This design comes from an exercise in tuning for a short achievable clock period on the open sky130 flow, not from production work. Function was checked by simulation only, so behaviour that the tests miss may differ from the original. The flow treats the clock pin as an ideal source, which a real chip does not have. Power is estimated from default activity; no workload was simulated.

$ cat flow/run.sh
#!/bin/bash
# synth_recipe.tcl (not shown) runs the flow's synth.tcl, then flattens the netlist and writes it again
# the make line also repeats each setting of config.mk as NAME=value (left out here)
make -C /OpenROAD-flow-scripts/flow DESIGN_CONFIG=/design/flow/config.mk WORK_HOME=/design/flow/orfs CLKGATE_MAP_FILE= SYNTH_SCRIPT=/design/flow/synth_recipe.tcl finish
$ cat flow/config.mk
export PLATFORM = sky130hd
export DESIGN_NAME = register_file_scoreboard
export DESIGN_NICKNAME = register_file_scoreboard
export VERILOG_FILES = /design/flow/design.v
export SDC_FILE = /design/flow/constraint.sdc
export NUM_CORES = 4
export LEC_CHECK = 0
export CAP_MARGIN = 20
export CORE_AREA = 10 10 390 390
export DIE_AREA = 0 0 400 400
export SETUP_SLACK_MARGIN = 3.0
export SLEW_MARGIN = 20
export SYNTH_HIERARCHICAL = 1
$ cat flow/design.v
package regfile_pkg;
   localparam int DEFAULT_DATA_WIDTH     = 32;
   localparam int DEFAULT_ADDR_WIDTH     = 5;
   localparam int DEFAULT_NUM_READ_PORTS = 2;
   localparam int ZERO_IDX = 0;
   function automatic int popcount_width(input int addr_width);
      popcount_width = addr_width + 1;
   endfunction
endpackage
module rf_inv (input logic a, output logic y);
   assign y = !a;
endmodule
module rf_nand2 (input logic a, b, output logic y);
   assign y = !(a && b);
endmodule
module rf_nand3 (input logic a, b, c, output logic y);
   assign y = !(a && b && c);
endmodule
module rf_nand4 (input logic a, b, c, d, output logic y);
   assign y = !(a && b && c && d);
endmodule
module rf_nor2 (input logic a, b, output logic y);
   assign y = !(a || b);
endmodule
module rf_nor3 (input logic a, b, c, output logic y);
   assign y = !(a || b || c);
endmodule
module rf_aoi22 (input logic a1, a2, b1, b2, output logic y);
   assign y = !((a1 && a2) || (b1 && b2));
endmodule
module reg_scoreboard (
   input  logic        clk,
   input  logic        rst,
   input  logic [31:1] issue_sel,
   input  logic        sig_issue,
   input  logic        flush,
   input  logic [31:1] write_dec,
   output logic [31:1] busy,
   output logic        issue_ready,
   output logic [5:0]  busy_count
);
   logic [31:1] busy_q, busy_d;
   logic [5:0]  count_q, count_d;
   logic        issue_busy, write_busy;
   logic        inc, dec;
   rf_or31 u_issue_busy (.s(issue_sel), .d(busy_q), .y(issue_busy));
   rf_or31 u_write_busy (.s(write_dec), .d(busy_q), .y(write_busy));
   assign issue_ready = !issue_busy;
   assign inc = sig_issue && !flush && !issue_busy && |issue_sel;
   assign dec = write_busy;
   always_comb begin
      for (int i = 1; i < 32; i++) begin
         if (flush)
            busy_d[i] = 1'b0;
         else if (sig_issue && !issue_busy && issue_sel[i])
            busy_d[i] = 1'b1;
         else if (write_dec[i])
            busy_d[i] = 1'b0;
         else
            busy_d[i] = busy_q[i];
      end
   end
   always_comb begin
      if (flush)
         count_d = 6'd0;
      else if (inc && !dec)
         count_d = count_q + 6'd1;
      else if (dec && !inc)
         count_d = count_q - 6'd1;
      else
         count_d = count_q;
   end
   always_ff @(posedge clk or posedge rst) begin
      if (rst) begin
         busy_q  <= '0;
         count_q <= '0;
      end else begin
         busy_q  <= busy_d;
         count_q <= count_d;
      end
   end
   assign busy       = busy_q;
   assign busy_count = count_q;
endmodule
module rf_predec (
   input  logic [4:0] a,
   output logic [3:0] lo,
   output logic [7:0] hi
);
   logic [4:0] an;
   for (genvar n = 0; n < 5; n++) begin : g_inv
      rf_inv u_inv (.a(a[n]), .y(an[n]));
   end
   for (genvar j = 0; j < 4; j++) begin : g_lo
      rf_nor2 u_lo (.a(j[0] ? an[0] : a[0]), .b(j[1] ? an[1] : a[1]), .y(lo[j]));
   end
   for (genvar k = 0; k < 8; k++) begin : g_hi
      rf_nor3 u_hi (.a(k[0] ? an[2] : a[2]), .b(k[1] ? an[3] : a[3]),
                    .c(k[2] ? an[4] : a[4]), .y(hi[k]));
   end
endmodule
module rf_rsel (
   input  logic [3:0]  lo,
   input  logic [7:0]  hi,
   input  logic [31:1] wn,
   output logic [31:1] sel
);
   for (genvar i = 1; i < 32; i++) begin : g_sel
      logic sn;
      rf_nand3 u_n (.a(lo[i % 4]), .b(hi[i / 4]), .c(wn[i]), .y(sn));
      rf_inv   u_i (.a(sn), .y(sel[i]));
   end
endmodule
module rf_or31_n (
   input  logic [31:1] s,
   input  logic [31:1] d,
   output logic        xn,
   output logic        yn
);
   logic [15:0] t;
   logic [3:0]  o;
   for (genvar k = 0; k < 15; k++) begin : g_t
      rf_aoi22 u_t (.a1(s[2*k+1]), .a2(d[2*k+1]), .b1(s[2*k+2]), .b2(d[2*k+2]), .y(t[k]));
   end
   rf_nand2 u_t15 (.a(s[31]), .b(d[31]), .y(t[15]));
   for (genvar m = 0; m < 4; m++) begin : g_o
      rf_nand4 u_o (.a(t[4*m]), .b(t[4*m+1]), .c(t[4*m+2]), .d(t[4*m+3]), .y(o[m]));
   end
   rf_nor2 u_x (.a(o[0]), .b(o[1]), .y(xn));
   rf_nor2 u_y (.a(o[2]), .b(o[3]), .y(yn));
endmodule
module rf_or31 (
   input  logic [31:1] s,
   input  logic [31:1] d,
   output logic        y
);
   logic xn, yn;
   rf_or31_n u_or (.s(s), .d(d), .xn(xn), .yn(yn));
   rf_nand2  u_y (.a(xn), .b(yn), .y(y));
endmodule
module rf_rbit (
   input  logic [31:1] s,
   input  logic [31:1] d,
   input  logic        fn,
   output logic        y
);
   logic xn, yn;
   rf_or31_n u_or (.s(s), .d(d), .xn(xn), .yn(yn));
   rf_nand3  u_y (.a(xn), .b(yn), .c(fn), .y(y));
endmodule
module rf_fwd (
   input  logic [3:0] rlo,
   input  logic [7:0] rhi,
   input  logic [3:0] wlo,
   input  logic [7:0] whi,
   input  logic       wnz,
   output logic       hit
);
   assign hit = |(rlo & wlo) && |(rhi & whi) && wnz;
endmodule
module register_file_scoreboard (
   input  logic        Clk,
   input  logic        Reset,
   input  logic [9:0]  Read_Register,
   output logic [63:0] Read_Data,
   output logic [1:0]  Read_Busy,
   input  logic [4:0]  Write_Register,
   input  logic [31:0] Write_Data,
   input  logic        Sig_Reg_Write,
   input  logic [4:0]  Issue_Register,
   input  logic        Sig_Issue,
   output logic        Issue_Ready,
   input  logic        Flush,
   output logic [5:0]  Busy_Count
);
   logic [31:1][31:0] regs_q;
   logic [31:1]       busy;
   logic [3:0]        wlo0, wlo, ilo;
   logic [7:0]        whi, ihi;
   logic [31:1]       wn, wen, isel;
   logic              wnz;
   rf_predec u_wpre (.a(Write_Register), .lo(wlo0), .hi(whi));
   assign wlo = wlo0 & {4{Sig_Reg_Write}};
   assign wnz = Write_Register != 5'd0;
   for (genvar i = 1; i < 32; i++) begin : g_wdec
      rf_nand2 u_wn (.a(wlo[i % 4]), .b(whi[i / 4]), .y(wn[i]));
      assign wen[i] = wlo[i % 4] && whi[i / 4];
   end
   always_ff @(posedge Clk or posedge Reset) begin
      if (Reset) begin
         regs_q <= '0;
      end else begin
         for (int i = 1; i < 32; i++)
            if (wen[i]) regs_q[i] <= Write_Data;
      end
   end
   for (genvar p = 0; p < 2; p++) begin : g_read
      logic [3:0]  rlo;
      logic [7:0]  rhi;
      logic [31:1] sel;
      logic        fwd_hit;
      rf_predec u_rpre (.a(Read_Register[p*5 +: 5]), .lo(rlo), .hi(rhi));
      rf_rsel   u_rsel (.lo(rlo), .hi(rhi), .wn(wn), .sel(sel));
      rf_fwd    u_fwd (.rlo(rlo), .rhi(rhi), .wlo(wlo), .whi(whi), .wnz(wnz),
                       .hit(fwd_hit));
      for (genvar b = 0; b < 32; b++) begin : g_bit
         logic [31:1] col;
         logic        fn;
         for (genvar i = 1; i < 32; i++) begin : g_col
            assign col[i] = regs_q[i][b];
         end
         rf_nand2 u_fn (.a(fwd_hit), .b(Write_Data[b]), .y(fn));
         rf_rbit  u_bit (.s(sel), .d(col), .fn(fn), .y(Read_Data[p*32 + b]));
      end
      rf_or31 u_busy (.s(sel), .d(busy), .y(Read_Busy[p]));
   end
   rf_predec u_ipre (.a(Issue_Register), .lo(ilo), .hi(ihi));
   rf_rsel   u_isel (.lo(ilo), .hi(ihi), .wn({31{1'b1}}), .sel(isel));
   reg_scoreboard u_scoreboard (
      .clk         (Clk),
      .rst         (Reset),
      .issue_sel   (isel),
      .sig_issue   (Sig_Issue),
      .flush       (Flush),
      .write_dec   (wen),
      .busy        (busy),
      .issue_ready (Issue_Ready),
      .busy_count  (Busy_Count)
   );
endmodule
$ cat flow/constraint.sdc
create_clock -name core_clock -period 6.7 [get_ports {Clk}]
set_input_delay 1.3400 -clock core_clock [delete_from_list [all_inputs] [get_ports {Clk}]]
set_output_delay 1.3400 -clock core_clock [all_outputs]
set_load 0.01 [all_outputs]
==> metrics list, run 1 <==
- Of the total power, the clock network draws 0.353.
- In this run the tightest slew margin relative to its limit is 0.2765.
* Relative contribution of combinational cells to total power: 0.173
* First-pass GRT wire length: 317800 microns
- In this run the critical register-to-register path is captured at u_scoreboard.count_q[5]$_DFFE_PP0P_.
- The worst setup path is captured at an output port.
- The worst register-to-register path begins at u_scoreboard.busy_q[21]$_DFFE_PP0P_.
* Post-synthesis async set-or-reset flop share: 1.000
- Clock tree synthesis selected as its root buffer the cell sky130_fd_sc_hd__clkbuf_16.
* NumNets Final: 5099
- Die ar.: 0.1600 sq mm
- Largest net degree at the start of global routing: 166
- For this block, the via count after detailed routing is 45250.
- The worst hold path was traced through 2 stages.
- In this run the count of I/O pins placed on the die edge is 130.
- Yosys printed 8 warnings.
* Final Cycle Share: 0.7502
- Leading cell type in the layout, fill and taps excluded: sky130_fd_sc_hd__dfrtp_1
* Pre-CTS WS: 0.4462 ns
* Die boundary height: 400 microns
- In this run the core area contains 139 standard-cell rows.
- For this run, global-route usage on met1 was measured as 0.3675.
* Power density over cell area: 250.6 mW/mm^2
- The count of pins over their slew limit came to 0.
* Main synth FF type: sky130_fd_sc_hd__dfrtp_1
- Of the total power, the share spent switching nets is 0.3042.
* Critical path type: input port to output port
* Hold Crit Endpoint: u_scoreboard.count_q[4]$_DFFE_PP0P_
- CP max stage delay: 0.39 ns
- Of the synthesized area, sequential elements account for 0.4504.
* Source of the worst hold timing path: u_scoreboard.count_q[4]$_DFFE_PP0P_
* Total of flip-flops plus latches after synthesis: 1029
* Worst setup SP type: input port
- After detailed placement, the total cell area comes to 0.06197 sq mm.
* TritonCTS clock tree: done
- The number of cells on the worst reg-to-reg path is 15.
* Number of fill cells in the layout: 12000
- Dividing the detail-routed wire length by the instance count gives 32.64 microns.
- For met2 alone, demand over resource in global routing was 0.3981.
* Outcome: timing/DRC/antenna clean
* Average cell area after synthesis: 13.17 sq um
* Worst R2R Setup Slack: 3.38 ns
* Syn Inst Count: 4342
- Series of cell instances along the critical path: buf_12 -> buf_12 -> nor3_4 -> nand2_2 -> nand3_4 -> inv_12 -> buf_12 -> a22oi_2 -> nand4_1 -> nor2_2 -> nand3_2 -> buf_6
- Number of H-tree levels: 3
- The initial antenna violation count is 7.
- The internal portion of the total power is 12.82 mW.
- Number of violations of the max-capacitance limit: 0
- For the worst setup path, the data required time is 5.36 ns.
* Largest delay contributor family on the critical path: simple AND/OR/NAND/NOR gates
- Arrival time worst endpoint: 3.69 ns
- For the pin with the worst max-slew slack, the measured transition is 1.085 ns.
- Number of CTS-inserted buffers: 112
- Residual overflow from global routing: 0
- Post-route clock skew: 0.01305 ns
* GRT Total Usage: 0.2665
- The sequential cells in the finished layout cover a total of 0.02575 sq mm.
- Number of antenna diodes: 0
- Total wirelength of the detailed-routed design: 229500 microns
- After clock tree synthesis, the clock-pin slew on the worst setup and hold paths is 0.06 ns.
* Multi-input gate area in the final layout: 0.03153 sq mm
- In this run the power spent charging and discharging nets is 5.606 mW.
* Post-layout min period: 5.026 ns
- Counting both buffers and inverters, the worst setup path holds a total of 5.
* Max Clk Rate: 198.9 MHz
- Number of failing hold endpoints at the final stage: 0
- Among the stages of the critical path, the cell type that occurs most often is sky130_fd_sc_hd__buf_12.
- Met3 demand-to-capacity share in global routing: 0.06218
* Min setup slack post-route: 1.674 ns
- The clock passes through at most 3 buffers.
- In the routed design, unresolved DRC markers number 0.
- After the first detailed-routing iteration, the DRC count stood at 4736.
- In this run the worst path has a maximum fanout of 7.
- Endpoints failing setup: 0
* Global routing's busiest layer: met2
- For the worst-skew pair, the clock arrives at the later sink with an insertion delay of 0.75 ns.
- The via count of the first global-routing pass is 44280.
- Layout cell share with drive strength beyond 1: 0.6487
* Initial Util: 0.3985
* HP Class: flip-flop to flip-flop
- The area growth from synthesis to layout is 28.59%.
- Post-route cell area: 0.07352 sq mm
- Leakage dissipation: 30.46 nW
- Slowest cell on crit path: sky130_fd_sc_hd__nand4_1
- Cell area after synthesis: 0.05718 sq mm
- Count of antenna-violating nets left after detailed routing: 0
- Number of distinct standard cells referenced by the synthesized netlist: 43
- Setup repair after global routing could not meet its margin everywhere.
- In this run the tool buffered the top-level ports with 129 buffer cells.
- X dimension of the die: 400 microns
* Count of hold-fix buffers inserted at cts: 0
- Final Wtd Congestion: 0.9137
- Power share of the sequential group: 0.473
* Placeable core area: 0.1435 sq mm
- Clock tree synthesis found a total of 1029 sinks.
- In the layout the commonest cells are 1029 x sky130_fd_sc_hd__dfrtp_1, 1020 x sky130_fd_sc_hd__a22oi_2, 918 x sky130_fd_sc_hd__mux2_2, 354 x sky130_fd_sc_hd__buf_4, 274 x sky130_fd_sc_hd__nand4_1.
- The worst-case IR drop observed on VDD is 0.0002347 V.
- Half-perimeter wire length after detailed placement: 131100 microns
* Number of flops mapped to enable cells by yosys: 0
- Via density per instance: 6.436
- The pre-antenna-repair detailed-routing pass consisted of 5 iterations.
## state kept, by name, summed over array words and instances, names as in the netlist
signal and flops:
regs_q 992, u_scoreboard.busy_q 31, u_scoreboard.count_q 6
## Yosys stat by module, one instance, submodules excluded, a selection
| module | times used | cells inside |
|---|---|---|
| rf_nand2 | 167 | 1 |
| rf_aoi22 | 1020 | 1 |
| rf_nand3 | 157 | 1 |
| rf_nand4 | 272 | 1 |
| rf_nor2 | 152 | 1 |
| reg_scoreboard | 1 | 161 |
| register_file_scoreboard | 1 | 2252 |
| rf_nor3 | 32 | 1 |
| rf_fwd | 2 | 8 |
| rf_inv | 113 | 1 |
## layer usage
metal  wire [microns]  vias up
met4            12030       16
li1                 -    18370
met1            96370    23760
met2            98380     2443
met3            22590      654
met5               88        -
## area by class of cell
cell class | instances | area share
inverter | 152 | 0.01787
multi-input combinational | 2987 | 0.4289
tap | 1903 | 0.03238
clock buffer | 160 | 0.04481
clock inverter | 44 | 0.007335
timing repair inverter | 15 | 0.001855
timing repair buffer | 740 | 0.1167
sequential | 1029 | 0.3502
## worst reg2reg max path, delay by kind of cell (launching register included)
family                     cells  cell delay (ns)
adders and majority gates      1             0.23
and+or+nand+nor                6             1.00
buffers and inverters          1             0.15
AOI/OAI and AO/OA              7             1.35
DFF                            1             0.47
## cell families (layout without fill, tap and decap cells)
family	after synthesis	in the layout	share of synthesized area
buffers and inverters	356	1111	0.03530
and+or+nand+nor	872	872	0.08379
AOI/OAI and AO/OA	1084	1084	0.2327
adders and majority gates	5	5	0.001226
xor gates and xnor gates	2	2	0.0003064
DFF	1029	1029	0.4504
muxes	993	993	0.1963
other	1	31	0.00006559
## worst max path at each step
stage | endpoint | from | slack (ns) | cells past startpoint
2_1_floorplan | regs_q[0]$_DFFE_PP0P_ | Reset | -8.31 | 1
3_3_place_gp | Read_Data[4] | Write_Register[1] | 0.48 | 13
3_5_place_dp | Read_Data[4] | Write_Register[0] | 0.45 | 13
4_1_cts | Read_Data[56] | Write_Register[3] | 1.80 | 14
5_1_grt | Read_Data[11] | Write_Register[4] | 1.71 | 15
6_report | Read_Data[30] | Write_Register[2] | 1.67 | 12
## cells in the mapped netlist (5+ instances only)
master / n / area share
sky130_fd_sc_hd__nand4_1: 274 / 0.030
sky130_fd_sc_hd__clkbuf_1: 99 / 0.0065
sky130_fd_sc_hd__mux2_2: 918 / 0.18
sky130_fd_sc_hd__nor2_1: 186 / 0.012
sky130_fd_sc_hd__nand3_1: 158 / 0.014
sky130_fd_sc_hd__buf_2: 12 / 0.0011
sky130_fd_sc_hd__nor3_2: 32 / 0.0056
sky130_fd_sc_hd__nand3_4: 26 / 0.0080
sky130_fd_sc_hd__mux2_1: 64 / 0.013
sky130_fd_sc_hd__nand3_2: 5 / 0.00088
sky130_fd_sc_hd__nand2_1: 173 / 0.011
sky130_fd_sc_hd__mux2_4: 11 / 0.0029
sky130_fd_sc_hd__nor3_1: 5 / 0.00044
sky130_fd_sc_hd__buf_4: 5 / 0.00066
sky130_fd_sc_hd__inv_1: 152 / 0.010
sky130_fd_sc_hd__a22oi_2: 1020 / 0.22
sky130_fd_sc_hd__nor4_1: 7 / 0.00077
sky130_fd_sc_hd__buf_6: 82 / 0.016
sky130_fd_sc_hd__a22o_1: 37 / 0.0057
sky130_fd_sc_hd__dfrtp_1: 1029 / 0.45
## stage by stage
step	setup TNS [ns]	utilization	hold WS, ns	total power, mW	cells
5_1_grt	0	0.5124	0.5402	19.09	7030
2_1_floorplan	-8239.88	-	0.5017	10.40	4372
4_1_cts	0	0.4933	0.5213	18.29	6862
3_5_place_dp	0	0.4319	0.5028	11.57	6453
6_report	0	0.5124	0.5274	18.43	7030
3_3_place_gp	0	0.4319	0.5002	11.45	6453
## what timing repair did
action	CTS	global route
setup buffers	168	143
endpoints found under the setup margin	73	69
cloned	37	25
pin swaps	368	303
gates resized for setup	1112	268
## power by group through the flow
stage          clock network (mW)  registers (mW)  logic (mW)
5_1_grt                      6.83            8.88        3.39
4_1_cts                      6.56            8.69        3.03
3_3_place_gp                    0            8.74        2.71
2_1_floorplan                   0            8.52        1.88
3_5_place_dp                    0            8.80        2.78
6_report                     6.51            8.72        3.20
==> run 2, diff against run 1 <==
==> flow/flow/run.sh (new file) <==
#!/bin/bash
# Layout flow: the standard flow, with the standard synthesis unchanged.
# After synthesis, the delay cells are kept out of the layout (the resizer
# otherwise uses them as port buffers on the critical path), and timing
# repair after clock tree synthesis is given more passes.
set -euo pipefail
HERE=$(pwd)
bash standard.sh synth > synth.log 2>&1
DLY="sky130_fd_sc_hd__dlygate4sd1_1 sky130_fd_sc_hd__dlygate4sd2_1 sky130_fd_sc_hd__dlygate4sd3_1"
DLY="$DLY sky130_fd_sc_hd__clkdlybuf4s15_1 sky130_fd_sc_hd__clkdlybuf4s15_2"
DLY="$DLY sky130_fd_sc_hd__clkdlybuf4s18_1 sky130_fd_sc_hd__clkdlybuf4s18_2"
DLY="$DLY sky130_fd_sc_hd__clkdlybuf4s25_1 sky130_fd_sc_hd__clkdlybuf4s25_2"
DLY="$DLY sky130_fd_sc_hd__clkdlybuf4s50_1 sky130_fd_sc_hd__clkdlybuf4s50_2"
DLY="$DLY sky130_fd_sc_hd__dlymetal6s2s_1 sky130_fd_sc_hd__dlymetal6s4s_1 sky130_fd_sc_hd__dlymetal6s6s_1"
export DONT_USE_CELLS="$DLY"
export POST_CTS_TCL="$HERE/flow/post_cts.tcl"
bash standard.sh > layout.log 2>&1
==> flow/flow/post_cts.tcl (new file) <==
# More setup repair after clock tree synthesis, then legalise again
repair_timing -setup -setup_margin $::env(SETUP_SLACK_MARGIN) -repair_tns 100 \
  -match_cell_footprint -max_passes 1000 -verbose
detailed_placement
check_placement -verbose
==> flow/standard.sh (new file) <==
#!/bin/bash
# synth_recipe.tcl (not shown) runs the flow's synth.tcl, then flattens the netlist and writes it again
# the make line also repeats each setting of config.mk as NAME=value (left out here)
make -C /OpenROAD-flow-scripts/flow DESIGN_CONFIG=/design/flow/config.mk WORK_HOME=/design/flow/orfs CLKGATE_MAP_FILE= SYNTH_SCRIPT=/design/flow/synth_recipe.tcl "${@:-finish}"
removed: flow/run.sh
==> run 2 against run 1 <==
Compared with the run above: sequential cell count unchanged; fmax rose by 1.1%; via count down 0.60%; setup slack better by 0.054 ns; final cell count shrank 0.63%; hold slack got worse by 0.0086 ns; non-clock buffer count is 46 lower; still clean; utilization decreased by 0.21 points; highest routed layer is now met4.
==> metrics list, run 2 <==
- For this design, the slowest cell found on the critical path is sky130_fd_sc_hd__a22oi_2.
- Multi-input gate area in the final layout: 0.03164 sq mm
- NumNets Final: 5050
- Power share of the sequential group: 0.473
- Main synth FF type: sky130_fd_sc_hd__dfrtp_1
* Most frequent cells after synthesis: 1029 x sky130_fd_sc_hd__dfrtp_1, 1020 x sky130_fd_sc_hd__a22oi_2, 918 x sky130_fd_sc_hd__mux2_2, 274 x sky130_fd_sc_hd__nand4_1, 186 x sky130_fd_sc_hd__nor2_1
- Port buffering added 129 buffers.
- By instance count, the cell type seen most on the critical path is sky130_fd_sc_hd__buf_6.
* Core utilization of the finished layout: 0.5103
- Adding up every negative setup slack in the final design gives 0 ns.
- Total net switching power: 5.597 mW
* Layout cell share with drive strength beyond 1: 0.6475
* Power density over cell area: 251.7 mW/mm^2
* Required time of the worst setup path: 5.36 ns
- Setup violations remaining at the end of the flow were counted as 0.
- Total DRC errors in the routed layout: 0
- Of the total power, the share spent switching nets is 0.3037.
- In the post-synthesis netlist, the biggest area contributors are sky130_fd_sc_hd__dfrtp_1 45%, sky130_fd_sc_hd__a22oi_2 22%, sky130_fd_sc_hd__mux2_2 18%, sky130_fd_sc_hd__nand4_1 3.0%, sky130_fd_sc_hd__buf_6 1.6%.
- The layout has 12030 filler cells.
* Design Power: 18.43 mW
* Number of antenna violations at the first check in global routing: 1
* Internal portion of total power: 12.83 mW
- Once placement finished, the instance area stood at 0.06197 sq mm.
* Post-route cell area: 0.07322 sq mm
* Number of cell rows: 139
* Vias in the first global route: 44800
- Most instantiated library cell after synthesis: sky130_fd_sc_hd__dfrtp_1
- Number of violations of the max-capacitance limit: 0
- For this design the top-level I/O count stands at 130.
- Total of flip-flops plus latches after synthesis: 1029
- Depth of the worst hold-timing path: 2
- The share of the Yosys chip area taken by registers is 0.4504.
* Register name with the most flops: regs_q
- Crit Path Max Fanout: 10
- Leaving out fill and tap cells, the most frequent cell in the layout is sky130_fd_sc_hd__dfrtp_1.
- Count of antenna-violating nets left after detailed routing: 0
- The worst path in the final design needs a cycle of 4.972 ns, including I/O delays and setup.
- Die boundary height: 400 microns
- The clock drives 1029 sinks.
- The worst register-to-register path has a depth of 15.
* Residual overflow from global routing: 0
- STA puts the critical path data arrival time at 3.63 ns.
- Traced cell by cell, the critical path runs through buf_8 -> buf_8 -> buf_4 -> nor3_4 -> buf_6 -> nand2_1 -> nand3_2 -> inv_4 -> buf_6 -> a22oi_2 -> nand4_1 -> nor2_4 -> nand3_2 -> buf_6.
* Worst slew slack as a fraction of its limit: 0.2451
- The floorplan step defined a die boundary enclosing 0.1600 sq mm.
- After the first detailed-routing iteration, the DRC count stood at 4533.
* Post-synthesis async set-or-reset flop share: 1.000
* Cell area after synthesis: 0.05718 sq mm
* Leakage dissipation: 30.22 nW
* Number of flip-flops in the largest register: 992
* Max Clk Rate: 201.1 MHz
* Number of distinct standard cells referenced by the synthesized netlist: 43
- The worst hold path belongs to the class flip-flop to flip-flop.
- Via Count: 44980
- Summed over all nets, the half-perimeter wirelength after detailed placement is 131100 microns.
- Area share of the largest cell type after synthesis: 0.4504
* Number of placed instances with taps included: 6453
* Final standard cell count with taps included and fillers excluded: 6986
- The critical path in this run is classified as input port to output port.
- In this design, the stage delay of the slowest critical-path cell is 0.32 ns.
* Post-CTS clock slew at the launch and capture registers of the worst setup and hold paths: 0.06 ns
- From left edge to right edge, the die measures 400 microns.
- Insertion delay of the later-clocked pin in the worst-skew pair: 0.75 ns
* Relative area change from synthesis to final layout: 28.06%
* Most used cells in the layout excluding fill and tap cells: 1029 x sky130_fd_sc_hd__dfrtp_1, 1020 x sky130_fd_sc_hd__a22oi_2, 918 x sky130_fd_sc_hd__mux2_2, 319 x sky130_fd_sc_hd__buf_4, 274 x sky130_fd_sc_hd__nand4_1
- Of the total power, the clock network draws 0.352.
* Final number of max-transition violations: 0
- Routability-driven placement finished with a final weighted congestion of 0.9137.
- Relative contribution of combinational cells to total power: 0.175
- Average cell area after synthesis: 13.17 sq um
* GRT Total Usage: 0.2731
- Dividing the final minimum period by the clock period gives 0.7422.
- After detailed routing, the average wire length per cell comes to 32.55 microns.
- The core region is 0.1435 sq mm.
- TritonCTS clock tree: done
- Largest net degree at the start of global routing: 166
- The run finished with no timing, DRC or antenna violations.
* Post-route clock skew: 0.007999 ns
* Number of failing hold endpoints at the final stage: 0
- Across the VDD grid, the largest voltage drop is 0.0002446 V.
* Registers with the highest flip-flop counts: regs_q: 992 flops, u_scoreboard.busy_q: 31 flops, u_scoreboard.count_q: 6 flops
- Syn Inst Count: 4342
- The initial utilization of the core area, before any placement, comes to 0.3985.
- At the pin with the least slew margin, the transition time is 1.129 ns.
- For this run, the detailed router's first-pass iteration total came to 5.
- Using the TritonRoute via totals, the vias-per-cell ratio works out to 6.438.
- The biggest area contributor in the post-synthesis netlist is sky130_fd_sc_hd__dfrtp_1.
- Counting flops with a built-in enable in the synthesized netlist gives 0.
* Worst setup SP type: input port
- Setup repair after global routing missed its margin: yes
- Total wirelength of the detailed-routed design: 227400 microns
- Across the whole layout, storage elements account for 0.02575 sq mm.
- CP Capture Type: output port
- First-pass GRT wire length: 324400 microns
* Number of synthesis warnings: 8
run 2: cell counts after synthesis:
Identical to the previous run, type by type.
run 2: metrics by stage:
step	hold WS, ns	setup slack, ns
global placement	0.5002	0.4808
finish	0.5189	1.728
global route	0.5402	1.662
detailed placement	0.5028	0.4462
floorplan	0.5017	-8.306
run 2: logic make-up (layout without fill, tap and decap cells):
family,Yosys count,count (layout),synth area share
AOI/OAI and AO/OA,1084,1084,0.2327
DFF,1029,1029,0.4504
and+or+nand+nor,872,872,0.08379
other,1,36,0.00006559
muxes,993,993,0.1963
xor gates and xnor gates,2,2,0.0003064
buffers and inverters,356,1062,0.03530
adders and majority gates,5,5,0.001226
run 2: Yosys stat by module (local to each module, per instance), excerpt:
| module | cells | flops+latches |
|---|---|---|
| rf_nand4 | 1 | 0 |
| rf_inv | 1 | 0 |
| rf_nand2 | 1 | 0 |
| rf_nand3 | 1 | 0 |
| rf_aoi22 | 1 | 0 |
| rf_nor2 | 1 | 0 |
| rf_fwd | 8 | 0 |
| reg_scoreboard | 161 | 37 |
| rf_nor3 | 1 | 0 |
run 2: path summary, 6_finish.rpt:
kind | startpoint | slack (ns) | end
worst max-delay path | Write_Register[4] | 1.73 | Read_Data[6]
worst min-delay path | u_scoreboard.count_q[3]$_DFFE_PP0P_ | 0.52 | u_scoreboard.count_q[3]$_DFFE_PP0P_
worst max register to register | u_scoreboard.busy_q[29]$_DFFE_PP0P_ | 3.32 | u_scoreboard.count_q[5]$_DFFE_PP0P_
worst min register to register | u_scoreboard.count_q[3]$_DFFE_PP0P_ | 0.52 | u_scoreboard.count_q[3]$_DFFE_PP0P_
max in group asynchronous | Reset | 4.05 | regs_q[968]$_DFFE_PP0P_
min in group asynchronous | Reset | 1.07 | regs_q[38]$_DFFE_PP0P_
run 2: per-layer routing:
metal | up-vias | share of wire | wire [microns] | global-route usage
li1 | 18270 | - | - | -
met1 | 23630 | 0.42 | 95660 | 0.3778
met2 | 2471 | 0.43 | 98110 | 0.4059
met3 | 609 | 0.099 | 22530 | 0.06602
met4 | 0 | 0.049 | 11090 | 0.1152
met5 | - | 0 | 0 | 0
run 2: power groups by stage:
stage	combinational [mW]	sequential [mW]	clock [mW]
2_1_floorplan	1.88	8.52	0
3_3_place_gp	2.71	8.74	0
3_5_place_dp	2.78	8.80	0
5_1_grt	3.41	8.88	6.83
6_report	3.22	8.72	6.49
run 2: layout make-up:
type / instances / share of cell area
Clock buffer: 160 / 0.04499
Tap cell: 1903 / 0.03252
Sequential cell: 1029 / 0.3517
Timing Repair inverter: 12 / 0.001640
Antenna cell: 5 / 0.0001709
Timing Repair Buffer: 694 / 0.1117
Inverter: 152 / 0.01772
Clock inverter: 44 / 0.007365
Multi-Input combinational cell: 2987 / 0.4322
run 2: worst max-delay path, delay by kind of cell:
family	cells	cell delay (ns)
AOI/OAI and AO/OA	1	0.32
and+or+nand+nor	6	1.01
buffers and inverters	7	0.94

afterwards: timing with drivers on the ports:
In the flow no input, the clock included, has a driving cell. The finished layouts below were timed again as built, in two steps.
Step 1 sets driving cells, clkbuf_16 on the clock port and buf_2 on the other inputs (assumed; they add their load-dependent delay and slew).
Step 2 times the ports against the registers' clock, not the clock port: input delays grow and output delays shrink by t, the midpoint of the rising clock arrivals with the driver on.
Three values: no drivers, after step 1, after step 2; two values: the first two.
run	t (ns)	slack for setup (ns)	worst setup path at the end	clock arrival spread, ns	worst register clock-pin slew, ns
run 1	0.833	1.674 / 1.610 / 1.610	input to output	0.036 / 0.037	0.08 / 0.08
run 2	0.829	1.728 / 1.674 / 1.674	input to output	0.031 / 0.031	0.07 / 0.07
After both steps setup and hold are still met in every run listed. The setup slack of run 1, which loses most, moves by -0.064 ns with the drivers and by -0.064 ns with both steps.
